This is an optimization exercise on Yosys and OpenROAD, whose aim is small area, not a production implementation. Only simulation tests tie the RTL to the original design; equivalence was not proved. Power figures rest on the tool's default switching activity, not on a simulated workload. No driver is modelled on the clock port, so clocking that relies on it looks cheaper here than on a real chip.

**config.mk**
```make
export PLATFORM = sky130hd
export DESIGN_NAME = sd_sector_buffer
export DESIGN_NICKNAME = sd_sector_buffer
export VERILOG_FILES = /design/flow/design.v
export SDC_FILE = /design/flow/constraint.sdc
export NUM_CORES = 4
export LEC_CHECK = 0
export CAP_MARGIN = 20
export CORE_MARGIN = 2
export CORE_UTILIZATION = 62
export CTS_CLUSTER_DIAMETER = 66
export CTS_CLUSTER_SIZE = 32
export GPL_TIMING_DRIVEN = 0
export PLACE_DENSITY = 0.68
export SETUP_SLACK_MARGIN = 0.2
export SLEW_MARGIN = 20
export SYNTH_HIERARCHICAL = 1
export SYNTH_MINIMUM_KEEP_SIZE = 0
```
**constraint.sdc**
```tcl
create_clock -name core_clock -period 5.0 [get_ports {i_clock}]
set_input_delay 1.0000 -clock core_clock [delete_from_list [all_inputs] [get_ports {i_clock}]]
set_output_delay 1.0000 -clock core_clock [all_outputs]
set_load 0.01 [all_outputs]
```
**design.v**
```verilog
package sd_pkg;
  typedef enum logic [1:0] {
    ST_IDLE      = 2'd0,
    ST_WAIT_INIT = 2'd1,
    ST_REQ       = 2'd2,
    ST_FILL      = 2'd3
  } sd_state_e;
  localparam int          SD_SECTOR_BYTES   = 512;
  localparam logic [31:0] SD_DEFAULT_SECTOR = 32'd16640;
  localparam int          SD_TIMEOUT_CYCLES = 1000000;
  localparam int          SD_TMO_BITS       = 20;
  localparam logic [19:0] SD_TMO_LAST       = 20'hc3af5;
endpackage
module sd_word_ram (
  input  logic          i_clock,
  input  logic [31:0]   i_we,         
  input  logic [31:0]   i_wdata,
  input  logic [7:0]    i_row,        
  input  logic [15:0]   i_col,        
  input  logic [1:0]    i_xsel,
  input  logic [1:0][31:0] i_xdata,
  output logic [31:0]   o_rdata
);
  logic [127:0][31:0] r_ring;
  logic [127:0][31:0] w_next;
  logic [31:0]        w_wd_n;
  assign w_wd_n = ~i_wdata;
  for (genvar p = 0; p < 128; p++) begin : g_pos
    localparam int S  = p / 8;
    localparam int K  = p % 8;
    localparam int A  = (4 - (S % 4)) % 4;         
    localparam int KP = 8 * S + (K + 7) % 8;       
    if (K == A || K == A + 4) begin : g_port
      for (genvar b = 0; b < 32; b++) begin : g_bit
        sd_ram_oai22 u_wp (
          .i_a1 ((K == A) ? w_wd_n[b] : i_wdata[b]),
          .i_a2 (!i_we[2 * S + ((K == A) ? 0 : 1)]),
          .i_b1 (r_ring[KP][b]),
          .i_b2 (i_we[2 * S + ((K == A) ? 0 : 1)]),
          .o_y  (w_next[p][b])
        );
      end
    end else begin : g_shift
      assign w_next[p] = r_ring[KP];
    end
  end
  always_ff @(posedge i_clock) begin
    r_ring <= w_next;
  end
  logic [3:0][127:0][7:0] w_gdata;
  for (genvar q = 0; q < 4; q++) begin : g_grp
    for (genvar p = 0; p < 128; p++) begin : g_p
      assign w_gdata[q][p] = r_ring[p][8*q +: 8];
    end
    sd_ram_rdgrp u_grp (
      .i_row   (i_row),
      .i_row_n (~i_row),
      .i_col   (i_col),
      .i_col_n (~i_col),
      .i_data  (w_gdata[q]),
      .i_xsel  (i_xsel),
      .i_xdata ({i_xdata[1][8*q +: 8], i_xdata[0][8*q +: 8]}),
      .o_rdata (o_rdata[8*q +: 8])
    );
  end
endmodule
module sd_ram_rdgrp (
  input  logic [7:0]        i_row,
  input  logic [7:0]        i_row_n,
  input  logic [15:0]       i_col,
  input  logic [15:0]       i_col_n,
  input  logic [127:0][7:0] i_data,
  input  logic [1:0]        i_xsel,
  input  logic [1:0][7:0]   i_xdata,
  output logic [7:0]        o_rdata
);
  logic [127:0] w_sel;        
  for (genvar p = 0; p < 128; p++) begin : g_dec
    localparam int A = (4 - ((p / 8) % 4)) % 4;    
    if ((((p % 8) - A + 8) % 8) < 4) begin : g_t
      sd_ram_nor2 u_d (.i_a (i_row_n[p % 8]), .i_b (i_col_n[p / 8]), .o_y (w_sel[p]));
    end else begin : g_i
      sd_ram_nand2 u_d (.i_a (i_row[p % 8]), .i_b (i_col[p / 8]), .o_y (w_sel[p]));
    end
  end
  for (genvar b = 0; b < 8; b++) begin : g_rd
    logic [21:0] w_a;       
    logic [31:0] w_bt;      
    logic [65:0] w_td, w_ts;
    logic [9:0]  w_ah;      
    logic [15:0] w_bl;
    logic [2:0]  w_al;
    for (genvar k = 0; k < 64; k++) begin : g_tt
      localparam int P = 8 * (k / 4) + ((4 - ((k / 4) % 4)) % 4 + (k % 4)) % 8;
      assign w_td[k] = i_data[P][b];
      assign w_ts[k] = w_sel[P];
    end
    assign w_td[64] = i_xdata[0][b];
    assign w_ts[64] = i_xsel[0];
    assign w_td[65] = i_xdata[1][b];
    assign w_ts[65] = i_xsel[1];
    for (genvar g = 0; g < 22; g++) begin : g_aoi
      sd_ram_aoi222 u_a (
        .i_a1 (w_td[3*g]),   .i_a2 (w_ts[3*g]),
        .i_b1 (w_td[3*g+1]), .i_b2 (w_ts[3*g+1]),
        .i_c1 (w_td[3*g+2]), .i_c2 (w_ts[3*g+2]),
        .o_y  (w_a[g])
      );
    end
    for (genvar g = 0; g < 32; g++) begin : g_oai
      localparam int P0 = 8 * ((2*g) / 4) + ((4 - (((2*g) / 4) % 4)) % 4 + 4 + ((2*g) % 4)) % 8;
      localparam int P1 = 8 * ((2*g+1) / 4) + ((4 - (((2*g+1) / 4) % 4)) % 4 + 4 + ((2*g+1) % 4)) % 8;
      sd_ram_oai22 u_o (
        .i_a1 (i_data[P0][b]),
        .i_a2 (w_sel[P0]),
        .i_b1 (i_data[P1][b]),
        .i_b2 (w_sel[P1]),
        .o_y  (w_bt[g])
      );
    end
    for (genvar g = 0; g < 5; g++) begin : g_na
      sd_ram_nand4 u_n (.i_a (w_a[4*g]), .i_b (w_a[4*g+1]), .i_c (w_a[4*g+2]), .i_d (w_a[4*g+3]),
                        .o_y (w_ah[g]));
    end
    sd_ram_nand2 u_n5 (.i_a (w_a[20]), .i_b (w_a[21]), .o_y (w_ah[5]));
    for (genvar g = 0; g < 16; g++) begin : g_nb
      sd_ram_nor2 u_n (.i_a (w_bt[2*g]), .i_b (w_bt[2*g+1]), .o_y (w_bl[g]));
    end
    for (genvar g = 0; g < 4; g++) begin : g_nc
      sd_ram_nand4 u_n (.i_a (w_bl[4*g]), .i_b (w_bl[4*g+1]), .i_c (w_bl[4*g+2]), .i_d (w_bl[4*g+3]),
                        .o_y (w_ah[6+g]));
    end
    sd_ram_nor3 u_r0 (.i_a (w_ah[0]), .i_b (w_ah[1]), .i_c (w_ah[2]), .o_y (w_al[0]));
    sd_ram_nor3 u_r1 (.i_a (w_ah[3]), .i_b (w_ah[4]), .i_c (w_ah[5]), .o_y (w_al[1]));
    sd_ram_nor4 u_r2 (.i_a (w_ah[6]), .i_b (w_ah[7]), .i_c (w_ah[8]), .i_d (w_ah[9]), .o_y (w_al[2]));
    sd_ram_nand3 u_f (.i_a (w_al[0]), .i_b (w_al[1]), .i_c (w_al[2]), .o_y (o_rdata[b]));
  end
endmodule
module sd_ram_oai22 (input logic i_a1, i_a2, i_b1, i_b2, output logic o_y);
  assign o_y = ~((i_a1 | i_a2) & (i_b1 | i_b2));
endmodule
module sd_ram_aoi222 (input logic i_a1, i_a2, i_b1, i_b2, i_c1, i_c2, output logic o_y);
  assign o_y = ~((i_a1 & i_a2) | (i_b1 & i_b2) | (i_c1 & i_c2));
endmodule
module sd_ram_nand4 (input logic i_a, i_b, i_c, i_d, output logic o_y);
  assign o_y = ~(i_a & i_b & i_c & i_d);
endmodule
module sd_ram_nand2 (input logic i_a, i_b, output logic o_y);
  assign o_y = ~(i_a & i_b);
endmodule
module sd_ram_nand3 (input logic i_a, i_b, i_c, output logic o_y);
  assign o_y = ~(i_a & i_b & i_c);
endmodule
module sd_ram_nor2 (input logic i_a, i_b, output logic o_y);
  assign o_y = ~(i_a | i_b);
endmodule
module sd_ram_nor3 (input logic i_a, i_b, i_c, output logic o_y);
  assign o_y = ~(i_a | i_b | i_c);
endmodule
module sd_ram_nor4 (input logic i_a, i_b, i_c, i_d, output logic o_y);
  assign o_y = ~(i_a | i_b | i_c | i_d);
endmodule
module sd_sector_buffer
#(
  parameter int          SECTOR_BYTES   = sd_pkg::SD_SECTOR_BYTES,
  parameter logic [31:0] DEFAULT_SECTOR = sd_pkg::SD_DEFAULT_SECTOR,
  parameter int          TIMEOUT_CYCLES = sd_pkg::SD_TIMEOUT_CYCLES
) (
  input  logic        i_clock,
  input  logic        i_reset,
  input  logic        i_sd_initialized,
  input  logic        i_load_start,
  input  logic [31:0] i_load_sector,
  output logic        o_rd_req,
  output logic [31:0] o_rd_sector,
  input  logic        i_rd_byte_valid,
  input  logic [7:0]  i_rd_byte,
  input  logic        i_rd_complete,
  input  logic [31:0] i_cpu_addr,
  output logic [31:0] o_cpu_rdata,
  output logic        o_buf_valid,
  output logic        o_busy,
  output logic        o_err,
  output logic [9:0]  o_byte_count
);
  localparam logic [9:0]  FULL_COUNT = 10'(SECTOR_BYTES);
  localparam int          TW         = sd_pkg::SD_TMO_BITS;
  localparam logic [TW-1:0] TMO_LAST = sd_pkg::SD_TMO_LAST;
  sd_pkg::sd_state_e r_state;
  logic [31:0]   r_rd_sector;
  logic          r_buf_valid;
  logic          r_err;
  logic [9:0]    r_byte_count;
  logic          r_ovf;
  logic          r_auto_done;
  logic [TW-1:0] r_tmo;
  logic          r_cmpl_d;
  logic [31:0]   r_slot0, r_slot1;
  logic [5:0]    r_sidx0, r_sidx1;
  logic          r_srdy0, r_srdy1;
  logic [2:0]    r_phase;
  logic          w_idle, w_fill;
  logic          w_auto;
  logic          w_start;
  logic [31:0]   w_start_sector;
  logic          w_byte_in;
  logic          w_byte_acc;
  logic [1:0]    w_lane;
  logic [9:0]    w_cnt_next;
  logic          w_ovf_next;
  logic          w_cmpl_rise;
  logic          w_done;
  logic          w_tmo_hit;
  logic [TW-1:0] w_tmo_step;
  logic          w_unused_addr;
  assign w_idle         = (r_state == sd_pkg::ST_IDLE);
  assign w_fill         = (r_state == sd_pkg::ST_FILL) && !i_reset;   
  assign w_auto         = !r_auto_done && i_sd_initialized;
  assign w_start        = w_idle && (i_load_start || w_auto);
  assign w_start_sector = i_load_start ? i_load_sector : DEFAULT_SECTOR;
  assign w_byte_in      = w_fill && i_rd_byte_valid;
  assign w_byte_acc     = w_byte_in && !r_byte_count[9];
  assign w_lane         = r_byte_count[1:0];
  assign w_cnt_next     = r_byte_count + 10'(w_byte_acc);
  assign w_ovf_next     = r_ovf || (w_byte_in && !w_byte_acc);
  assign w_cmpl_rise    = i_rd_complete && !r_cmpl_d;
  assign w_done         = w_fill && w_cmpl_rise;
  assign w_tmo_hit      = w_fill && !w_byte_in && !w_cmpl_rise && (r_tmo == TMO_LAST);
  assign w_tmo_step     = {r_tmo[TW-2:0], ~(r_tmo[TW-1] ^ r_tmo[16])};
  assign w_unused_addr  = ^{i_cpu_addr[31:11], i_cpu_addr[1:0]};
  always_ff @(posedge i_clock) begin
    if (i_reset) begin
      r_cmpl_d <= 1'b0;
    end else begin
      r_cmpl_d <= i_rd_complete;
    end
  end
  always_ff @(posedge i_clock) begin
    if (w_fill && !w_byte_in) begin
      r_tmo <= w_tmo_step;
    end else begin
      r_tmo <= '0;
    end
  end
  always_ff @(posedge i_clock) begin
    if (i_reset) begin
      r_state      <= sd_pkg::ST_IDLE;
      r_rd_sector  <= '0;
      r_buf_valid  <= 1'b0;
      r_err        <= 1'b0;
      r_byte_count <= '0;
      r_ovf        <= 1'b0;
      r_auto_done  <= 1'b0;
    end else begin
      case (r_state)
        sd_pkg::ST_IDLE: begin
          if (w_start) begin
            r_state      <= sd_pkg::ST_WAIT_INIT;
            r_rd_sector  <= w_start_sector;
            r_buf_valid  <= 1'b0;
            r_err        <= 1'b0;
            r_byte_count <= '0;
            r_ovf        <= 1'b0;
            if (!i_load_start) begin
              r_auto_done <= 1'b1;
            end
          end
        end
        sd_pkg::ST_WAIT_INIT: begin
          if (i_sd_initialized) begin
            r_state <= sd_pkg::ST_REQ;
          end
        end
        sd_pkg::ST_REQ: begin
          r_state <= sd_pkg::ST_FILL;
        end
        default: begin
          r_byte_count <= w_cnt_next;
          r_ovf        <= w_ovf_next;
          if (w_cmpl_rise) begin
            r_state <= sd_pkg::ST_IDLE;
            if ((w_cnt_next == FULL_COUNT) && !w_ovf_next) begin
              r_buf_valid <= 1'b1;
            end else begin
              r_err <= 1'b1;
            end
          end else if (w_tmo_hit) begin
            r_state <= sd_pkg::ST_IDLE;
            r_err   <= 1'b1;
          end
        end
      endcase
    end
  end
  logic       w_slot;        
  logic       w_lane0;
  logic       w_ready;       
  logic [6:0] w_tgt0, w_tgt1;
  logic       w_m0, w_m1;
  logic       w_wr0, w_wr1;
  assign w_slot  = r_byte_count[2];
  assign w_lane0 = w_byte_acc && (w_lane == 2'd0);
  assign w_ready = (w_byte_acc && (w_lane == 2'd3)) || (w_done && (w_cnt_next[1:0] != 2'd0));
  assign w_tgt0 = {r_sidx0[2:0], 1'b0,
                   3'(r_sidx0[5:3] + r_phase + 3'd1 + {r_sidx0[0], r_sidx0[0], 1'b0})};
  assign w_tgt1 = {r_sidx1[2:0], 1'b1,
                   3'(r_sidx1[5:3] + r_phase + 3'd1 + {1'b1, r_sidx1[0], 1'b1})};
  assign w_m0   = r_srdy0 && (w_tgt0[1:0] == 2'd0);
  assign w_m1   = r_srdy1 && (w_tgt1[1:0] == 2'd0);
  assign w_wr0  = w_m0;
  assign w_wr1  = w_m1 && !w_m0;
  always_ff @(posedge i_clock) begin
    if (w_byte_acc && !w_slot) begin
      if (w_lane == 2'd0) begin
        r_slot0 <= {24'h0, i_rd_byte};
        r_sidx0 <= r_byte_count[8:3];
      end else begin
        r_slot0[8*w_lane +: 8] <= i_rd_byte;
      end
    end
    if (w_byte_acc && w_slot) begin
      if (w_lane == 2'd0) begin
        r_slot1 <= {24'h0, i_rd_byte};
        r_sidx1 <= r_byte_count[8:3];
      end else begin
        r_slot1[8*w_lane +: 8] <= i_rd_byte;
      end
    end
  end
  always_ff @(posedge i_clock) begin
    if (w_ready && !w_slot) begin
      r_srdy0 <= 1'b1;
    end else if ((w_lane0 && !w_slot) || w_wr0) begin
      r_srdy0 <= 1'b0;
    end
    if (w_ready && w_slot) begin
      r_srdy1 <= 1'b1;
    end else if ((w_lane0 && w_slot) || w_wr1) begin
      r_srdy1 <= 1'b0;
    end
  end
  logic        w_hit0, w_hit1;
  logic        w_rzero;
  logic [2:0]  w_rstep;
  logic [7:0]  w_rrow;
  logic [15:0] w_rcol;
  logic        w_ren;
  logic [31:0] w_rword;
  logic [31:0] w_we;
  logic [4:0]  w_wport;
  logic [31:0] r_rdata;
  always_ff @(posedge i_clock) begin
    r_phase <= r_phase + 3'd1;
  end
  assign w_rstep = i_cpu_addr[8:6] + r_phase;
  assign w_rrow  = w_ren ? (8'd1 << w_rstep) : 8'd0;
  assign w_rcol  = 16'd1 << i_cpu_addr[5:2];
  assign w_hit0  = r_srdy0 && !i_cpu_addr[2] && (r_sidx0 == i_cpu_addr[8:3]);
  assign w_hit1  = r_srdy1 &&  i_cpu_addr[2] && (r_sidx1 == i_cpu_addr[8:3]);
  assign w_rzero = i_reset || (i_cpu_addr[10:9] != 2'b00);
  assign w_ren   = !w_rzero && !w_hit0 && !w_hit1;
  always_ff @(posedge i_clock) begin
    r_rdata <= w_rword;
  end
  assign w_wport = w_wr0 ? w_tgt0[6:2] : w_tgt1[6:2];
  assign w_we    = (w_m0 || w_m1) ? (32'd1 << w_wport) : 32'd0;
  sd_word_ram u_ram (
    .i_clock  (i_clock),
    .i_we     (w_we),
    .i_wdata  (w_wr0 ? r_slot0 : r_slot1),
    .i_row    (w_rrow),
    .i_col    (w_rcol),
    .i_xsel   ({!w_rzero && w_hit1, !w_rzero && w_hit0}),
    .i_xdata  ({r_slot1, r_slot0}),
    .o_rdata  (w_rword)
  );
  assign o_cpu_rdata  = r_rdata;
  assign o_rd_req     = (r_state == sd_pkg::ST_REQ);
  assign o_rd_sector  = r_rd_sector;
  assign o_buf_valid  = r_buf_valid;
  assign o_busy       = !w_idle;
  assign o_err        = r_err;
  assign o_byte_count = r_byte_count;
endmodule
```
**flow/run.sh**
```bash
#!/bin/bash
set -euo pipefail
export BUFFER_PORTS_ARGS="-buffer_cell sky130_fd_sc_hd__buf_2"
export CTS_ARGS="-sink_clustering_enable -repair_clock_nets -sink_clustering_size 32 -sink_clustering_max_diameter 66 -dont_use_dummy_load"
bash standard.sh > run_make.log 2>&1
```
**standard.sh**
```bash
#!/bin/bash
# synth_recipe.tcl (not shown) runs the flow's synth.tcl, then flattens the netlist and writes it again
# the make line also repeats each setting of config.mk as NAME=value (left out here)
make -C /OpenROAD-flow-scripts/flow DESIGN_CONFIG=/design/flow/config.mk WORK_HOME=/design/flow/orfs CLKGATE_MAP_FILE= SYNTH_SCRIPT=/design/flow/synth_recipe.tcl "${@:-finish}"
```
==> flow_summary.yaml, run 1 <==
floorplanning:
  die_w_um: 438
  die_y_um: 438
  initial_utilization_pct: 62.3
  coreArea_mm2: 0.187
  io_pins: 156
  dieArea_mm2: 0.192
  placementRows: 159
cells_and_area:
  final_cells: 12100
  fin_util_pct: 68.7
  mostFrequentLayoutCell: "dfxtp_1"
  area_growth_pct: 10.3
  drive_gt1_share_pct: 8.00
  final_nets: 9722
  mostFrequentLayoutCells: "dfxtp_1, o22ai_1, nor2_1"
setup_path:
  path_max_fanout: 36
  required_ns: 5.72
  startpoint_type: "flip-flop"
  arrival_ns: 5.61
  critPathCaptureType: "flip-flop"
  worstSetupPathType: "reg2reg"
sta:
  fin_crit_sh_pct: 97.7
  finalCriticalPeriod_ns: 4.89
  slew_violations: 0
  hold_viol: 0
  whs_ns: 0.287
  slew_headroom_pct: 14.1
  rsz0062_at_grt: "true"
  setup_ws_ns: 0.114
  fmax_mhz: 205
  skew_ns: 0.0684
  setup_violations: 0
  worst_pin_slew_ns: 1.28
global_route:
  grt_pass1_vias: 81100
  met1_usage_pct: 57.6
  grt.total_usage_pct: 42.0
  grt_overflow: 0
  antenna_found_initial: 23
  grt_pass1_wl_mm: 579
  grt_util_met3_pct: 10.4
  grt.met2_usage_pct: 61.0
  grt_busiest_layer: "met2"
  grt_start_max_net_pins: 37
placement:
  gp_congestion: 0.945
  port_buffers: 128
  hpwl_mm: 294
  dpl.cell_count: 11900
  preCtsSetupSlack_ns: -1.38
run_status:
  run_status: "finished clean"
routing:
  drt_iter0_drc: 15100
  vias_per_cell: 7.18
  routedWlPerCell_um: 34.6
  dr_total_vias: 87000
  drtAntennaViolNets: 0
  wirelength_mm: 419
  dr.pass1.iters: 21
  drc: 0
yosys:
  synth_warnings: 8
  post_synth.cell_area_avg_um2: 12.8
  synthCells: 9149
  synth_fp_nets: 9248
  synth.cell_area_mm2: 0.117
clocking:
  cts_root_buffer: "clkbuf_16"
  cts_hold_buf: 0
  clk_pin_slew_ns: 0.12
  clk_latency_ns: 0.91
  clk_path_buf_depth: 3
  cts-htree-levels: 4
  cts_tree: "done"
  numClockSinks: 4278
  cts_buffers: 173
power_and_ir_drop:
  p_per_area_mw_per_mm2: 416
  clkPwrFrac_pct: 30.2
  vdd_drop_max_mv: 0.481
  p_switching_mw: 11.9
  p_seq_share_pct: 66.1
  p_leak_nw: 48.5
  p_int_mw: 41.6
  p_sw_share_pct: 22.2
  p_comb_share_pct: 3.7
min_path:
  hp-class: "reg2reg"
flow_run:
  drv_cap: 0
cell type report:
cell class | instances | area [µm²]
fillers | 13700 | 58600
plain buffers | 43 | 184
inverters | 105 | 484
well taps | 2495 | 3120
flip-flops and latches | 4278 | 86400
clock buffers | 173 | 4330
diodes | 7 | 17.5
multi-input cells | 4723 | 30400
repair buffers | 299 | 3790
registers in the layout, summed over array words and instances, names as in the netlist, 2 cells and up, named ones only:
name / count
r_sidx1: 6
r_state: 2
r_tmo: 20
r_phase: 3
r_slot1: 24
r_byte_count: 10
r_rdata: 32
u_ram.r_ring: 4096
r_sidx0: 6
r_slot0: 24
r_rd_sector: 32
worst max-delay path: stages (launching register included):
cell and delay, ns:
edfxtp_1 0.47, xor2_1 0.17, or4_1 0.58, nor4_2 0.22
nor3_1 0.12, nand2b_1 0.25, buf_4 0.19, nor2_1 0.05
bufinv_8 0.41, buf_16 0.34, nor2_1 0.26, a222oi_1 0.59
nand4_1 0.39, nor3_4 0.36, nand3_1 0.23
what timing repair did:
action,in CTS,in global routing
pin swaps,7,27
setup endpoints to repair,33,83
resized for setup,18,33
gates cloned,3,1
setup buffers,6,14
final timing paths:
check                     start                  to  slack [ns]  depth (start not counted)
max                  r_sidx1[0]         r_rdata[30]        0.11                         14
min          u_ram.r_ring[2255]  u_ram.r_ring[2287]        0.29                          0
max reg2reg          r_sidx1[0]         r_rdata[30]        0.11                         14
min reg2reg  u_ram.r_ring[2255]  u_ram.r_ring[2287]        0.29                          0
layer usage:
layer  vias to the layer above  routed length, µm  share of wire [%]
met5                         -                153              0.037
met2                      6021             176000                 42
met4                        22              27400                6.5
met3                      1225              53000                 13
met1                     42900             162000                 39
li1                      36800                  -                  -
power by group through the flow:
stage | Combinational [mW] | Clock [mW] | Sequential [mW]
6_report | 1.98 | 16.2 | 35.4
5_1_grt | 1.98 | 17.3 | 35.5
4_1_cts | 1.85 | 16.1 | 35.4
3_5_place_dp | 1.83 | 0 | 36.1
3_3_place_gp | 1.70 | 0 | 36.1
2_1_floorplan | 0.780 | 0 | 36.0
per-stage QoR:
step	setup TNS [ns]	instance area, µm²	power, mW
after CTS	0	128000	53.4
after global placement	-3822.36	121000	37.8
after global routing	0	129000	54.7
after detailed placement	-35.53	124000	38.0
final	0	129000	53.5
after floorplan	0	117000	36.8
==> run 2: changes to the inputs <==
--- a/config.mk
+++ b/config.mk
@@ -7,11 +7,11 @@
 export LEC_CHECK = 0
 export CAP_MARGIN = 20
 export CORE_MARGIN = 2
-export CORE_UTILIZATION = 62
+export CORE_UTILIZATION = 68
 export CTS_CLUSTER_DIAMETER = 66
 export CTS_CLUSTER_SIZE = 32
 export GPL_TIMING_DRIVEN = 0
-export PLACE_DENSITY = 0.68
+export PLACE_DENSITY = 0.74
 export SETUP_SLACK_MARGIN = 0.2
 export SLEW_MARGIN = 20
 export SYNTH_HIERARCHICAL = 1
==> flow_summary.yaml, run 2 <==
floorplanning:
  dieArea_mm2: 0.175
  io_pins: 156
  placementRows: 152
  die_y_um: 418
  die_w_um: 418
  coreArea_mm2: 0.171
  initial_utilization_pct: 68.2
clocking:
  cts_hold_buf: 0
  clk_latency_ns: 0.90
  cts_root_buffer: "clkbuf_16"
  cts_buffers: 167
  cts-htree-levels: 4
  clk_path_buf_depth: 3
  clk_pin_slew_ns: 0.11
  numClockSinks: 4278
  cts_tree: "done"
min_path:
  worstHoldPathCells: 0
  hp-class: "reg2reg"
  hold_path.startpoint: "u_ram.r_ring[2192]"
run_status:
  check.faults: "setup timing"
  run_status: "complete, but fails checks"
cells_and_area:
  mostFrequentLayoutCells: "dfxtp_1, o22ai_1, nor2_1"
  mostFrequentLayoutCell: "dfxtp_1"
  reg.largest.list: "u_ram.r_ring (4096), r_rd_sector (32), r_rdata (32)"
  largest_reg_flops: 4096
  drive_gt1_share_pct: 7.94
  area_growth_pct: 9.79
  final_nets: 9720
  top_register: "u_ram.r_ring"
  fin_util_pct: 74.9
power_and_ir_drop:
  p_sw_share_pct: 22.2
  clkPwrFrac_pct: 29.8
  p_seq_share_pct: 66.4
  p_leak_nw: 48.4
  p_int_mw: 41.4
  p_per_area_mw_per_mm2: 415
  p_comb_share_pct: 3.7
  vdd_drop_max_mv: 0.408
  p_switching_mw: 11.8
sta:
  worst_pin_slew_ns: 1.27
  skew_ns: 0.0705
  slew_headroom_pct: 15.0
  rsz0062_at_grt: "true"
  finalCriticalPeriod_ns: 5.00
  fmax_mhz: 200
  slew_violations: 0
  hold_viol: 0
  fin_crit_sh_pct: 100
  tns_ns: -0.00167
  setup_ws_ns: -0.00167
  setup_violations: 1
routing:
  dr.pass1.iters: 14
  drt_iter0_drc: 17000
  vias_per_cell: 7.35
  drc: 0
  dr_total_vias: 87200
  drtAntennaViolNets: 0
  wirelength_mm: 410
  routedWlPerCell_um: 34.6
global_route:
  grt_overflow: 0
  grt_pass1_vias: 82000
  grt_pass1_wl_mm: 567
  grt_start_max_net_pins: 42
  grt.total_usage_pct: 45.1
  antenna_found_initial: 4
yosys:
  synth_fp_nets: 9248
  synth_warnings: 8
  synth.cell_area_mm2: 0.117
  post_synth.cell_area_avg_um2: 12.8
  synthCells: 9149
placement:
  hpwl_mm: 284
  gp_congestion: 0.983
  port_buffers: 128
setup_path:
  r2r_cells: 16
  arrival_ns: 5.71
  startpoint_type: "input pin"
  path_max_fanout: 12
  worstSetupPathType: "in2reg"
  required_ns: 5.71
  crit_start: "i_cpu_addr[5]"
  critPathCaptureType: "flip-flop"
  r2r_start: "r_sidx1[0]"
flow_run:
  drv_cap: 0
==> run 2: layout make-up <==
type	instances	area [µm²]
Sequential cell	4278	86400
Fill cell	11300	43000
Multi-Input combinational cell	4723	30400
Clock buffer	167	4180
Timing Repair Buffer	303	3720
Tap cell	2233	2790
Inverter	105	480
Buffer	43	188
Antenna cell	5	12.5
==> run 2: metal layers <==
metal	global-route usage (%)	up-vias	share of wire (%)
met5	0	-	0.0029
li1	-	36800	-
met1	59.8	42500	37
met4	30.4	2	8.3
met3	13.3	1501	14
met2	64.0	6354	41
==> run 2: metrics by stage <==
step | power [mW] | worst slack [ns] | cell area (µm²) | std cells | hold WS, ns
3_5_place_dp | 37.9 | -1.55 | 123000 | 11700 | 0.336
2_1_floorplan | 36.8 | 0.286 | 117000 | 9149 | 0.330
6_report | 53.3 | -0.00167 | 128000 | 11900 | 0.291
5_1_grt | 54.4 | 0.103 | 128000 | 11900 | 0.299
4_1_cts | 52.9 | 0.0883 | 128000 | 11800 | 0.305
3_3_place_gp | 37.8 | -12.21 | 120000 | 11500 | 0.332
==> run 2: final timing paths <==
| check | end | slack (ns) |
|---|---|---|
| worst max register to register | r_rdata[17] | 0.01 |
| worst min register to register | u_ram.r_ring[2224] | 0.29 |
| worst max-delay path | r_rdata[17] | -0.002 |
| worst min-delay path | u_ram.r_ring[2224] | 0.29 |
==> run 2: repair_timing <==
item                       4_1_cts  5_1_grt
setup buffers                    5       22
pin swaps                       15       15
resized for setup               20       28
gates cloned                     1        3
setup endpoints to repair       65      132
==> run 2: worst max-delay path, cell delays in order <==
cell,delay [ns]
clkbuf_2,0.27
xor2_1,0.23
or4_1,0.59
nor4_2,0.25
nor3_1,0.13
nand2_2,0.11
nor3_4,0.10
buf_4,0.23
buf_4,0.20
buf_4,0.19
inv_8,0.18
buf_16,0.24
nor2_1,0.20
a222oi_1,0.58
nand4_1,0.50
nor3_4,0.44
nand3_2,0.18
==> run 2: power groups by stage <==
stage	logic, mW	clock network, mW	registers, mW
2_1_floorplan	0.780	0	36.0
3_3_place_gp	1.66	0	36.1
3_5_place_dp	1.78	0	36.1
4_1_cts	1.80	15.7	35.4
5_1_grt	1.95	17.0	35.5
6_report	1.98	15.9	35.4
==> run 3: changes to the inputs <==
--- a/design.v
+++ b/design.v
@@ -89,7 +89,6 @@
     logic [65:0] w_td, w_ts;
     logic [9:0]  w_ah;      
     logic [15:0] w_bl;
-    logic [2:0]  w_al;
     for (genvar k = 0; k < 64; k++) begin : g_tt
       localparam int P = 8 * (k / 4) + ((4 - ((k / 4) % 4)) % 4 + (k % 4)) % 8;
       assign w_td[k] = i_data[P][b];
@@ -130,10 +129,7 @@
       sd_ram_nand4 u_n (.i_a (w_bl[4*g]), .i_b (w_bl[4*g+1]), .i_c (w_bl[4*g+2]), .i_d (w_bl[4*g+3]),
                         .o_y (w_ah[6+g]));
     end
-    sd_ram_nor3 u_r0 (.i_a (w_ah[0]), .i_b (w_ah[1]), .i_c (w_ah[2]), .o_y (w_al[0]));
-    sd_ram_nor3 u_r1 (.i_a (w_ah[3]), .i_b (w_ah[4]), .i_c (w_ah[5]), .o_y (w_al[1]));
-    sd_ram_nor4 u_r2 (.i_a (w_ah[6]), .i_b (w_ah[7]), .i_c (w_ah[8]), .i_d (w_ah[9]), .o_y (w_al[2]));
-    sd_ram_nand3 u_f (.i_a (w_al[0]), .i_b (w_al[1]), .i_c (w_al[2]), .o_y (o_rdata[b]));
+    sd_ram_or10 u_f (.i_a (w_ah), .o_y (o_rdata[b]));
   end
 endmodule
 module sd_ram_oai22 (input logic i_a1, i_a2, i_b1, i_b2, output logic o_y);
@@ -160,6 +156,9 @@
 module sd_ram_nor4 (input logic i_a, i_b, i_c, i_d, output logic o_y);
   assign o_y = ~(i_a | i_b | i_c | i_d);
 endmodule
+module sd_ram_or10 (input logic [9:0] i_a, output logic o_y);
+  assign o_y = |i_a;
+endmodule
 module sd_sector_buffer
 #(
   parameter int          SECTOR_BYTES   = sd_pkg::SD_SECTOR_BYTES,
@@ -341,7 +340,9 @@
   end
   logic        w_hit0, w_hit1;
   logic        w_rzero;
-  logic [2:0]  w_rstep;
+  logic [7:0]  r_phase_oh;
+  logic [7:0]  w_raddr_oh;
+  logic [7:0]  w_rstep_oh;
   logic [7:0]  w_rrow;
   logic [15:0] w_rcol;
   logic        w_ren;
@@ -350,10 +351,19 @@
   logic [4:0]  w_wport;
   logic [31:0] r_rdata;
   always_ff @(posedge i_clock) begin
-    r_phase <= r_phase + 3'd1;
+    r_phase    <= r_phase + 3'd1;
+    r_phase_oh <= 8'd1 << (r_phase + 3'd1);
+  end
+  assign w_raddr_oh = 8'd1 << i_cpu_addr[8:6];
+  always_comb begin
+    for (int k = 0; k < 8; k++) begin
+      w_rstep_oh[k] = 1'b0;
+      for (int j = 0; j < 8; j++) begin
+        w_rstep_oh[k] = w_rstep_oh[k] | (w_raddr_oh[j] & r_phase_oh[(k - j + 8) % 8]);
+      end
+    end
   end
-  assign w_rstep = i_cpu_addr[8:6] + r_phase;
-  assign w_rrow  = w_ren ? (8'd1 << w_rstep) : 8'd0;
+  assign w_rrow  = w_ren ? w_rstep_oh : 8'd0;
   assign w_rcol  = 16'd1 << i_cpu_addr[5:2];
   assign w_hit0  = r_srdy0 && !i_cpu_addr[2] && (r_sidx0 == i_cpu_addr[8:3]);
   assign w_hit1  = r_srdy1 &&  i_cpu_addr[2] && (r_sidx1 == i_cpu_addr[8:3]);
--- a/config.mk
+++ b/config.mk
@@ -7,12 +7,12 @@
 export LEC_CHECK = 0
 export CAP_MARGIN = 20
 export CORE_MARGIN = 2
-export CORE_UTILIZATION = 68
+export CORE_UTILIZATION = 66
 export CTS_CLUSTER_DIAMETER = 66
 export CTS_CLUSTER_SIZE = 32
 export GPL_TIMING_DRIVEN = 0
-export PLACE_DENSITY = 0.74
-export SETUP_SLACK_MARGIN = 0.2
+export PLACE_DENSITY = 0.72
+export SETUP_SLACK_MARGIN = 0.4
 export SLEW_MARGIN = 20
 export SYNTH_HIERARCHICAL = 1
 export SYNTH_MINIMUM_KEEP_SIZE = 0
==> flow_summary.yaml, run 3 <==
yosys:
  synth.cell_area_mm2: 0.117
  synth_warnings: 8
  synthCells: 9234
  post_synth.cell_area_avg_um2: 12.7
  synth_fp_nets: 9334
floorplanning:
  io_pins: 156
  dieArea_mm2: 0.180
  coreArea_mm2: 0.176
  die_w_um: 425
  placementRows: 154
  initial_utilization_pct: 66.4
  die_y_um: 425
setup_path:
  path_max_fanout: 17
  path_buf_inv: 3
  startpoint_type: "flip-flop"
  required_ns: 5.76
  crit_slowest_cell: "nand2_2"
  slowest_delay_ns: 0.74
  critPathCaptureType: "flip-flop"
  path_cells: "fa_1 -> ha_1 -> and3b_1 -> clkbuf_2 -> clkbuf_1 -> nand2_1 -> nand2_2 -> inv_2 -> o22ai_1"
  critPathTopFamily: "buffers and inverters"
  r2r_start: "r_phase[1]"
  arrival_ns: 5.56
  worstSetupPathType: "reg2reg"
  crit_start: "r_phase[1]"
cells_and_area:
  mostFrequentLayoutCells: "dfxtp_1, o22ai_1, nor2_1"
  mostFrequentLayoutCell: "dfxtp_1"
  fin_util_pct: 73.1
  top_register: "u_ram.r_ring"
  final_nets: 9802
  reg.largest.list: "u_ram.r_ring (4096), r_rd_sector (32), r_rdata (32)"
  largest_reg_flops: 4096
  drive_gt1_share_pct: 7.22
  area_growth_pct: 10.2
placement:
  hpwl_mm: 298
  gp_congestion: 0.991
  port_buffers: 126
power_and_ir_drop:
  p_seq_share_pct: 66.1
  total_power_mw: 53.0
  p_sw_share_pct: 22.0
  p_comb_share_pct: 3.4
  p_per_area_mw_per_mm2: 411
  p_int_mw: 41.3
  clkPwrFrac_pct: 30.5
  p_switching_mw: 11.7
  p_leak_nw: 48.7
  vdd_drop_max_mv: 0.394
routing:
  dr.pass1.iters: 14
  wirelength_mm: 431
  dr_total_vias: 89400
  drtAntennaViolNets: 0
  vias_per_cell: 7.42
  routedWlPerCell_um: 35.8
  drt_iter0_drc: 17100
  drc: 0
min_path:
  hp-class: "reg2reg"
  hold_path.startpoint: "u_ram.r_ring[4080]"
sta:
  setup_violations: 0
  fin_crit_sh_pct: 96.0
  skew_ns: 0.0816
  fmax_mhz: 208
  finalCriticalPeriod_ns: 4.80
  hold_viol: 0
  slew_headroom_pct: 14.8
  worst_pin_slew_ns: 1.28
  rsz0062_at_grt: "true"
  slew_violations: 0
clocking:
  cts_tree: "done"
  cts_buffers: 171
  numClockSinks: 4286
  clk_pin_slew_ns: 0.11
  clk_path_buf_depth: 3
  cts_hold_buf: 0
  cts_root_buffer: "clkbuf_16"
  cts-htree-levels: 4
  clk_latency_ns: 0.89
global_route:
  grt_pass1_vias: 83400
  grt_pass1_wl_mm: 593
  grt_start_max_net_pins: 37
  antenna_found_initial: 29
  grt.total_usage_pct: 45.9
  grt_overflow: 0
run_status:
  run_status: "finished clean"
flow_run:
  drv_cap: 0
-- run 3: area by class of cell --
cell class / count / area [µm²]
well taps: 2340 / 2930
multi-input cells: 4788 / 30400
diodes: 15 / 37.5
flip-flops and latches: 4286 / 86600
fillers: 12000 / 47300
repair buffers: 295 / 3860
clock buffers: 171 / 4280
plain buffers: 48 / 218
inverters: 112 / 488
-- run 3: through the flow --
step           std cells  cell area [µm²]  worst slack [ns]  hold slack (ns)  TNS [ns]
6_report           12100           129000             0.201            0.293         0
5_1_grt            12000           129000             0.346            0.296         0
4_1_cts            12000           129000             0.283            0.294         0
3_5_place_dp       11900           124000             -1.52            0.335    -38.30
3_3_place_gp       11700           120000            -10.31            0.332  -4275.96
2_1_floorplan       9234           117000             0.523            0.330         0
-- run 3: layer usage --
| metal | up-vias | part of all wire, % | GRT usage [%] |
|---|---|---|---|
| li1 | 37100 | - | - |
| met1 | 43600 | 36 | 61.7 |
| met2 | 7230 | 41 | 65.2 |
| met3 | 1468 | 15 | 13.9 |
| met4 | 24 | 7.6 | 28.3 |
| met5 | - | 0.040 | 0 |
-- run 3: power by group through the flow --
| stage | registers, mW | logic, mW | clock network, mW |
|---|---|---|---|
| floorplan | 35.7 | 0.728 | 0 |
| global placement | 35.8 | 1.58 | 0 |
| detailed placement | 35.8 | 1.69 | 0 |
| CTS | 35.0 | 1.71 | 16.0 |
| global route | 35.1 | 1.82 | 17.2 |
| finish | 35.0 | 1.82 | 16.1 |
-- run 3: final timing paths --
check / endpoint / slack (ns) / cells after the start
setup / recovery: u_ram.r_ring[374] / 0.20 / 9
hold / removal: u_ram.r_ring[3856] / 0.29 / 0
setup reg to reg: u_ram.r_ring[374] / 0.20 / 9
hold reg to reg: u_ram.r_ring[3856] / 0.29 / 0
-- run 3: repair_timing --
action                                  CTS  global route
hold endpoints to repair                  0             0
endpoints found under the setup margin  758            57
resized for setup                        34            20
buffers inserted                          4             4
cloned                                    1             2
pin swaps                                 9            22
-- run 3: worst reg2reg max path, stage by stage (launching register included) --
cell and delay [ns]:
dfxtp_1 0.47, fa_1 0.47, ha_1 0.32, and3b_1 0.25, clkbuf_2 0.53, clkbuf_1 0.63, nand2_1 0.14, nand2_2 0.74
inv_2 0.62, o22ai_1 0.53
==> run 4: changes to the inputs <==
--- a/design.v
+++ b/design.v
@@ -17,8 +17,8 @@
   input  logic [31:0]   i_wdata,
   input  logic [7:0]    i_row,        
   input  logic [15:0]   i_col,        
-  input  logic [1:0]    i_xsel,
-  input  logic [1:0][31:0] i_xdata,
+  input  logic          i_ren,        
+  input  logic [31:0]   i_xword,      
   output logic [31:0]   o_rdata
 );
   logic [127:0][31:0] r_ring;
@@ -54,31 +54,35 @@
     end
     sd_ram_rdgrp u_grp (
       .i_row   (i_row),
-      .i_row_n (~i_row),
       .i_col   (i_col),
-      .i_col_n (~i_col),
       .i_data  (w_gdata[q]),
-      .i_xsel  (i_xsel),
-      .i_xdata ({i_xdata[1][8*q +: 8], i_xdata[0][8*q +: 8]}),
+      .i_ren   (i_ren),
+      .i_xword (i_xword[8*q +: 8]),
       .o_rdata (o_rdata[8*q +: 8])
     );
   end
 endmodule
 module sd_ram_rdgrp (
   input  logic [7:0]        i_row,
-  input  logic [7:0]        i_row_n,
   input  logic [15:0]       i_col,
-  input  logic [15:0]       i_col_n,
   input  logic [127:0][7:0] i_data,
-  input  logic [1:0]        i_xsel,
-  input  logic [1:0][7:0]   i_xdata,
+  input  logic              i_ren,
+  input  logic [7:0]        i_xword,
   output logic [7:0]        o_rdata
 );
   logic [127:0] w_sel;        
+  logic [7:0]   w_row_n;
+  logic [15:0]  w_col_n;
+  for (genvar r = 0; r < 8; r++) begin : g_rn
+    sd_ram_inv u_i (.i_a (i_row[r]), .o_y (w_row_n[r]));
+  end
+  for (genvar c = 0; c < 16; c++) begin : g_cn
+    sd_ram_inv u_i (.i_a (i_col[c]), .o_y (w_col_n[c]));
+  end
   for (genvar p = 0; p < 128; p++) begin : g_dec
     localparam int A = (4 - ((p / 8) % 4)) % 4;    
     if ((((p % 8) - A + 8) % 8) < 4) begin : g_t
-      sd_ram_nor2 u_d (.i_a (i_row_n[p % 8]), .i_b (i_col_n[p / 8]), .o_y (w_sel[p]));
+      sd_ram_nor2 u_d (.i_a (w_row_n[p % 8]), .i_b (w_col_n[p / 8]), .o_y (w_sel[p]));
     end else begin : g_i
       sd_ram_nand2 u_d (.i_a (i_row[p % 8]), .i_b (i_col[p / 8]), .o_y (w_sel[p]));
     end
@@ -86,19 +90,17 @@
   for (genvar b = 0; b < 8; b++) begin : g_rd
     logic [21:0] w_a;       
     logic [31:0] w_bt;      
-    logic [65:0] w_td, w_ts;
+    logic [63:0] w_td, w_ts;
+    logic        w_t;       
     logic [9:0]  w_ah;      
     logic [15:0] w_bl;
+    logic [2:0]  w_al;
     for (genvar k = 0; k < 64; k++) begin : g_tt
       localparam int P = 8 * (k / 4) + ((4 - ((k / 4) % 4)) % 4 + (k % 4)) % 8;
       assign w_td[k] = i_data[P][b];
       assign w_ts[k] = w_sel[P];
     end
-    assign w_td[64] = i_xdata[0][b];
-    assign w_ts[64] = i_xsel[0];
-    assign w_td[65] = i_xdata[1][b];
-    assign w_ts[65] = i_xsel[1];
-    for (genvar g = 0; g < 22; g++) begin : g_aoi
+    for (genvar g = 0; g < 21; g++) begin : g_aoi
       sd_ram_aoi222 u_a (
         .i_a1 (w_td[3*g]),   .i_a2 (w_ts[3*g]),
         .i_b1 (w_td[3*g+1]), .i_b2 (w_ts[3*g+1]),
@@ -106,6 +108,7 @@
         .o_y  (w_a[g])
       );
     end
+    sd_ram_nand2 u_a21 (.i_a (w_td[63]), .i_b (w_ts[63]), .o_y (w_a[21]));
     for (genvar g = 0; g < 32; g++) begin : g_oai
       localparam int P0 = 8 * ((2*g) / 4) + ((4 - (((2*g) / 4) % 4)) % 4 + 4 + ((2*g) % 4)) % 8;
       localparam int P1 = 8 * ((2*g+1) / 4) + ((4 - (((2*g+1) / 4) % 4)) % 4 + 4 + ((2*g+1) % 4)) % 8;
@@ -129,7 +132,11 @@
       sd_ram_nand4 u_n (.i_a (w_bl[4*g]), .i_b (w_bl[4*g+1]), .i_c (w_bl[4*g+2]), .i_d (w_bl[4*g+3]),
                         .o_y (w_ah[6+g]));
     end
-    sd_ram_or10 u_f (.i_a (w_ah), .o_y (o_rdata[b]));
+    sd_ram_nor3 u_r0 (.i_a (w_ah[0]), .i_b (w_ah[1]), .i_c (w_ah[2]), .o_y (w_al[0]));
+    sd_ram_nor3 u_r1 (.i_a (w_ah[3]), .i_b (w_ah[4]), .i_c (w_ah[5]), .o_y (w_al[1]));
+    sd_ram_nor4 u_r2 (.i_a (w_ah[6]), .i_b (w_ah[7]), .i_c (w_ah[8]), .i_d (w_ah[9]), .o_y (w_al[2]));
+    sd_ram_nand3 u_f (.i_a (w_al[0]), .i_b (w_al[1]), .i_c (w_al[2]), .o_y (w_t));
+    sd_ram_a21o u_o (.i_a1 (w_t), .i_a2 (i_ren), .i_b1 (i_xword[b]), .o_x (o_rdata[b]));
   end
 endmodule
 module sd_ram_oai22 (input logic i_a1, i_a2, i_b1, i_b2, output logic o_y);
@@ -141,6 +148,12 @@
 module sd_ram_nand4 (input logic i_a, i_b, i_c, i_d, output logic o_y);
   assign o_y = ~(i_a & i_b & i_c & i_d);
 endmodule
+module sd_ram_a21o (input logic i_a1, i_a2, i_b1, output logic o_x);
+  assign o_x = (i_a1 & i_a2) | i_b1;
+endmodule
+module sd_ram_inv (input logic i_a, output logic o_y);
+  assign o_y = ~i_a;
+endmodule
 module sd_ram_nand2 (input logic i_a, i_b, output logic o_y);
   assign o_y = ~(i_a & i_b);
 endmodule
@@ -156,9 +169,6 @@
 module sd_ram_nor4 (input logic i_a, i_b, i_c, i_d, output logic o_y);
   assign o_y = ~(i_a | i_b | i_c | i_d);
 endmodule
-module sd_ram_or10 (input logic [9:0] i_a, output logic o_y);
-  assign o_y = |i_a;
-endmodule
 module sd_sector_buffer
 #(
   parameter int          SECTOR_BYTES   = sd_pkg::SD_SECTOR_BYTES,
@@ -340,35 +350,26 @@
   end
   logic        w_hit0, w_hit1;
   logic        w_rzero;
-  logic [7:0]  r_phase_oh;
-  logic [7:0]  w_raddr_oh;
-  logic [7:0]  w_rstep_oh;
+  logic [2:0]  w_rstep;
   logic [7:0]  w_rrow;
   logic [15:0] w_rcol;
   logic        w_ren;
+  logic [31:0] w_rxword;
   logic [31:0] w_rword;
   logic [31:0] w_we;
   logic [4:0]  w_wport;
   logic [31:0] r_rdata;
   always_ff @(posedge i_clock) begin
-    r_phase    <= r_phase + 3'd1;
-    r_phase_oh <= 8'd1 << (r_phase + 3'd1);
-  end
-  assign w_raddr_oh = 8'd1 << i_cpu_addr[8:6];
-  always_comb begin
-    for (int k = 0; k < 8; k++) begin
-      w_rstep_oh[k] = 1'b0;
-      for (int j = 0; j < 8; j++) begin
-        w_rstep_oh[k] = w_rstep_oh[k] | (w_raddr_oh[j] & r_phase_oh[(k - j + 8) % 8]);
-      end
-    end
+    r_phase <= r_phase + 3'd1;
   end
-  assign w_rrow  = w_ren ? w_rstep_oh : 8'd0;
+  assign w_rstep = i_cpu_addr[8:6] + r_phase;
+  assign w_rrow  = 8'd1 << w_rstep;
   assign w_rcol  = 16'd1 << i_cpu_addr[5:2];
   assign w_hit0  = r_srdy0 && !i_cpu_addr[2] && (r_sidx0 == i_cpu_addr[8:3]);
   assign w_hit1  = r_srdy1 &&  i_cpu_addr[2] && (r_sidx1 == i_cpu_addr[8:3]);
   assign w_rzero = i_reset || (i_cpu_addr[10:9] != 2'b00);
   assign w_ren   = !w_rzero && !w_hit0 && !w_hit1;
+  assign w_rxword = (r_slot0 & {32{!w_rzero && w_hit0}}) | (r_slot1 & {32{!w_rzero && w_hit1}});
   always_ff @(posedge i_clock) begin
     r_rdata <= w_rword;
   end
@@ -380,8 +381,8 @@
     .i_wdata  (w_wr0 ? r_slot0 : r_slot1),
     .i_row    (w_rrow),
     .i_col    (w_rcol),
-    .i_xsel   ({!w_rzero && w_hit1, !w_rzero && w_hit0}),
-    .i_xdata  ({r_slot1, r_slot0}),
+    .i_ren    (w_ren),
+    .i_xword  (w_rxword),
     .o_rdata  (w_rword)
   );
   assign o_cpu_rdata  = r_rdata;
==> flow/run.sh (replaced) <==
#!/bin/bash
set -euo pipefail
export BUFFER_PORTS_ARGS="-buffer_cell sky130_fd_sc_hd__buf_2"
export CTS_ARGS="-sink_clustering_enable -repair_clock_nets -sink_clustering_size 28 -sink_clustering_max_diameter 60 -dont_use_dummy_load"
bash standard.sh > run_make.log 2>&1
--- a/config.mk
+++ b/config.mk
@@ -7,12 +7,12 @@
 export LEC_CHECK = 0
 export CAP_MARGIN = 20
 export CORE_MARGIN = 2
-export CORE_UTILIZATION = 66
-export CTS_CLUSTER_DIAMETER = 66
-export CTS_CLUSTER_SIZE = 32
+export CORE_UTILIZATION = 55
+export CTS_CLUSTER_DIAMETER = 60
+export CTS_CLUSTER_SIZE = 28
 export GPL_TIMING_DRIVEN = 0
-export PLACE_DENSITY = 0.72
-export SETUP_SLACK_MARGIN = 0.4
+export PLACE_DENSITY = 0.6
+export SETUP_SLACK_MARGIN = 0.2
 export SLEW_MARGIN = 20
 export SYNTH_HIERARCHICAL = 1
 export SYNTH_MINIMUM_KEEP_SIZE = 0
==> flow_summary.yaml, run 4 <==
run_status:
  run_status: "finished clean"
setup_path:
  startpoint_type: "flip-flop"
  arrival_ns: 5.62
  critPathCaptureType: "flip-flop"
  path_max_fanout: 15
  worstSetupPathType: "reg2reg"
  required_ns: 5.72
yosys:
  ys_seq_area_share_pct: 73.4
  synth_top_area_share_pct: 71.5
  synthArstFlopShare_pct: 0
  synth.most_common_cell: "dfxtp_1"
  ys.flop_type: "dfxtp_1"
  synth_warnings: 8
  yosysUniqueCellTypes: 58
  synth.cell_area_mm2: 0.118
  synth_fp_nets: 9463
  ys_seq_elements: 4278
  post-synth-top-area-cell: "dfxtp_1"
  synthCells: 9364
  synth_top_cells_by_count: "dfxtp_1, o22ai_1, nor2_1"
  synthTopCellsByArea: "dfxtp_1, o22ai_1, a222oi_1, nor2_1, edfxtp_1"
  synth_edf_count: 76
  post_synth.cell_area_avg_um2: 12.6
clocking:
  cts_tree: "done"
  clk_latency_ns: 0.91
  clk_path_buf_depth: 3
  cts-htree-levels: 4
  numClockSinks: 4278
  cts_hold_buf: 0
  cts_buffers: 200
  clk_pin_slew_ns: 0.10
  cts_root_buffer: "clkbuf_16"
floorplanning:
  coreArea_mm2: 0.212
  io_pins: 156
  initial_utilization_pct: 55.4
  dieArea_mm2: 0.218
  die_y_um: 467
  die_w_um: 467
  placementRows: 169
cells_and_area:
  final_cells: 12700
  top_register: "u_ram.r_ring"
  final_nets: 9962
  mostFrequentLayoutCells: "dfxtp_1, o22ai_1, nor2_1"
  mostFrequentLayoutCell: "dfxtp_1"
  area_growth_pct: 11.1
  fin_util_pct: 61.6
  drive_gt1_share_pct: 8.52
  reg.largest.list: "u_ram.r_ring (4096), r_rd_sector (32), r_rdata (32)"
  largest_reg_flops: 4096
routing:
  drtAntennaViolNets: 0
  dr_total_vias: 87000
  drt_iter0_drc: 14100
  dr.pass1.iters: 13
  drc: 0
  vias_per_cell: 6.85
  wirelength_mm: 429
  routedWlPerCell_um: 33.8
placement:
  port_buffers: 128
  hpwl_mm: 303
  gp_congestion: 0.949
  preCtsSetupSlack_ns: -1.29
  dpl.cell_count: 12500
sta:
  skew_ns: 0.0775
  hold_viol: 0
  setup_violations: 0
  finalCriticalPeriod_ns: 4.90
  tns_ns: 0
  worst_pin_slew_ns: 1.22
  fin_crit_sh_pct: 98.0
  rsz0062_at_grt: "false"
  fmax_mhz: 204
  slew_violations: 0
  whs_ns: 0.305
  setup_ws_ns: 0.0993
  slew_headroom_pct: 18.3
flow_run:
  drv_cap: 0
power_and_ir_drop:
  p_per_area_mw_per_mm2: 411
  vdd_drop_max_mv: 0.393
  p_leak_nw: 49.4
global_route:
  grt_start_max_net_pins: 33
  grt_pass1_vias: 83200
  grt_overflow: 0
  grt_pass1_wl_mm: 597
  antenna_found_initial: 33
  grt.total_usage_pct: 38.1
min_path:
  hp-class: "reg2reg"
==> run 4: changes by cell type in the layout (fill, tap and decap cells not counted), sizes merged, moves of 9 or more <==
cell,change
nor3,+52
nand2,+41
clkbuf,+28
a21o,+31
nand3,-9
nor4,-34
nor2,-38
a222oi,-32
nand2b,+45
inv,+47
and2,-10
a21oi,+45
a22o,-11
clkinvlp,+18
==> run 4: final timing paths <==
| kind | start | endpoint | slack, ns | depth (start not counted) |
|---|---|---|---|---|
| max | r_phase[0] | r_rdata[8] | 0.1 | 15 |
| min | u_ram.r_ring[2213] | u_ram.r_ring[2245] | 0.31 | 0 |
| max reg2reg | r_phase[0] | r_rdata[8] | 0.1 | 15 |
| min reg2reg | u_ram.r_ring[2213] | u_ram.r_ring[2245] | 0.31 | 0 |
==> run 4: report_power, final <==
part           total (mW)  internal [mW]  switching (mW)
clock                17.4           7.13            10.3
sequential           34.7           34.5           0.222
combinational        1.65          0.459            1.19
==> run 4: repair_timing <==
action	in CTS	in global routing
pin swaps	3	6
buffers inserted	15	10
setup endpoints to repair	32	19
resized for setup	43	33
==> run 4: per-layer routing <==
metal / part of all wire [%] / track usage (%) / up-vias
li1: - / - / 37400
met1: 40 / 51.9 / 43400
met2: 43 / 57.3 / 5176
met3: 10 / 7.99 / 1024
met4: 5.8 / 19.5 / 12
met5: 0.018 / 0 / -
==> run 4: cell type report <==
class / instances / area [µm²]
plain buffers: 51 / 243
repair buffers: 297 / 3670
well taps: 2821 / 3530
fillers: 16900 / 81600
inverters: 176 / 764
clock buffers: 200 / 5000
multi-input cells: 4859 / 31000
diodes: 17 / 42.5
flip-flops and latches: 4278 / 86400
==> run 4: logic make-up (layout without fill, tap and decap cells) <==
| logic type | count (synthesis) | after routing | share of synthesized area [%] |
|---|---|---|---|
| and+or+nand+nor | 1897 | 1897 | 7.63 |
| AOI/OAI and AO/OA | 2909 | 2909 | 17.7 |
| DFF | 4278 | 4278 | 73.4 |
| adders and majority gates | 21 | 21 | 0.242 |
| muxes | 3 | 3 | 0.0266 |
| other | 0 | 17 | 0 |
| xor gates and xnor gates | 29 | 29 | 0.216 |
| buffers and inverters | 227 | 724 | 0.768 |
==> run 4: through the flow <==
step / total power [mW] / cell area (µm²)
floorplan: 36.2 / 118000
global placement: 37.0 / 122000
detailed placement: 37.1 / 125000
CTS: 53.8 / 130000
global route: 55.2 / 131000
finish: 53.8 / 131000
==> run 4: Yosys stat by module, one instance, submodules excluded, a selection <==
module,flops+latches,cells,cell area (µm²)
sd_word_ram,4096,4160,82200
sd_sector_buffer,182,856,8220
sd_ram_nor4,0,1,12.5
sd_ram_aoi222,0,1,10.0
sd_ram_nor3,0,1,10.0
sd_ram_a21o,0,1,7.51
sd_ram_nand4,0,1,6.26
sd_ram_oai22,0,1,6.26
sd_ram_nand3,0,1,5.00
sd_ram_inv,0,1,3.75
sd_ram_nand2,0,1,3.75
sd_ram_nor2,0,1,3.75
==> run 4: critical path, cell delays in order, from the launching register on <==
cell and delay [ns]:
dfxtp_1 0.36, ha_1 0.22, fa_1 0.45, xnor2_4 0.30
xor2_4 0.17, nor2_4 0.44, buf_16 0.24, buf_12 0.21
buf_12 0.22, clkinvlp_4 0.33, nor2_2 0.53, a222oi_1 0.21
nand4_1 0.20, nor3_2 0.11, nand3_1 0.28, a21o_1 0.43

==> re-timing with driven ports <==
How much do the figures lean on ideal ports? The routed layouts below were timed once more, with nothing changed but the port constraints. Step 1, drivers: a clkbuf_16 drives i_clock and a buf_2 each remaining input, both assumed. Step 2 also shifts input and output timing later by t, the mid clock arrival at the registers, as if the neighbouring blocks saw the same clock. Slacks: ideal / step 1 / step 2; pairs: ideal / step 1.
| run | shift t [ns] | setup slack, ns | worst hold slack (ns) | slew at the worst register clock pin (ns) | cell pins on the clock port's net |
|---|---|---|---|---|---|
| run 1 | 0.972 | 0.114 / 0.114 / -0.775 | 0.287 / 0.261 / 0.287 | 0.12 / 0.12 | 1 |
| run 2 | 0.964 | -0.002 / 0.010 / -0.892 | 0.291 / 0.291 / 0.291 | 0.12 / 0.12 | 1 |
| run 3 | 0.954 | 0.201 / 0.201 / -0.662 | 0.293 / 0.267 / 0.293 | 0.12 / 0.12 | 1 |
| run 4 | 0.966 | 0.099 / 0.099 / -0.780 | 0.305 / 0.291 / 0.305 | 0.11 / 0.11 | 1 |
With both steps, setup timing fails in run 1, run 3 and run 4, where it was met with ideal ports. The setup slack of run 2, which loses most, moves by +0.012 ns with the drivers and by -0.890 ns with both steps.
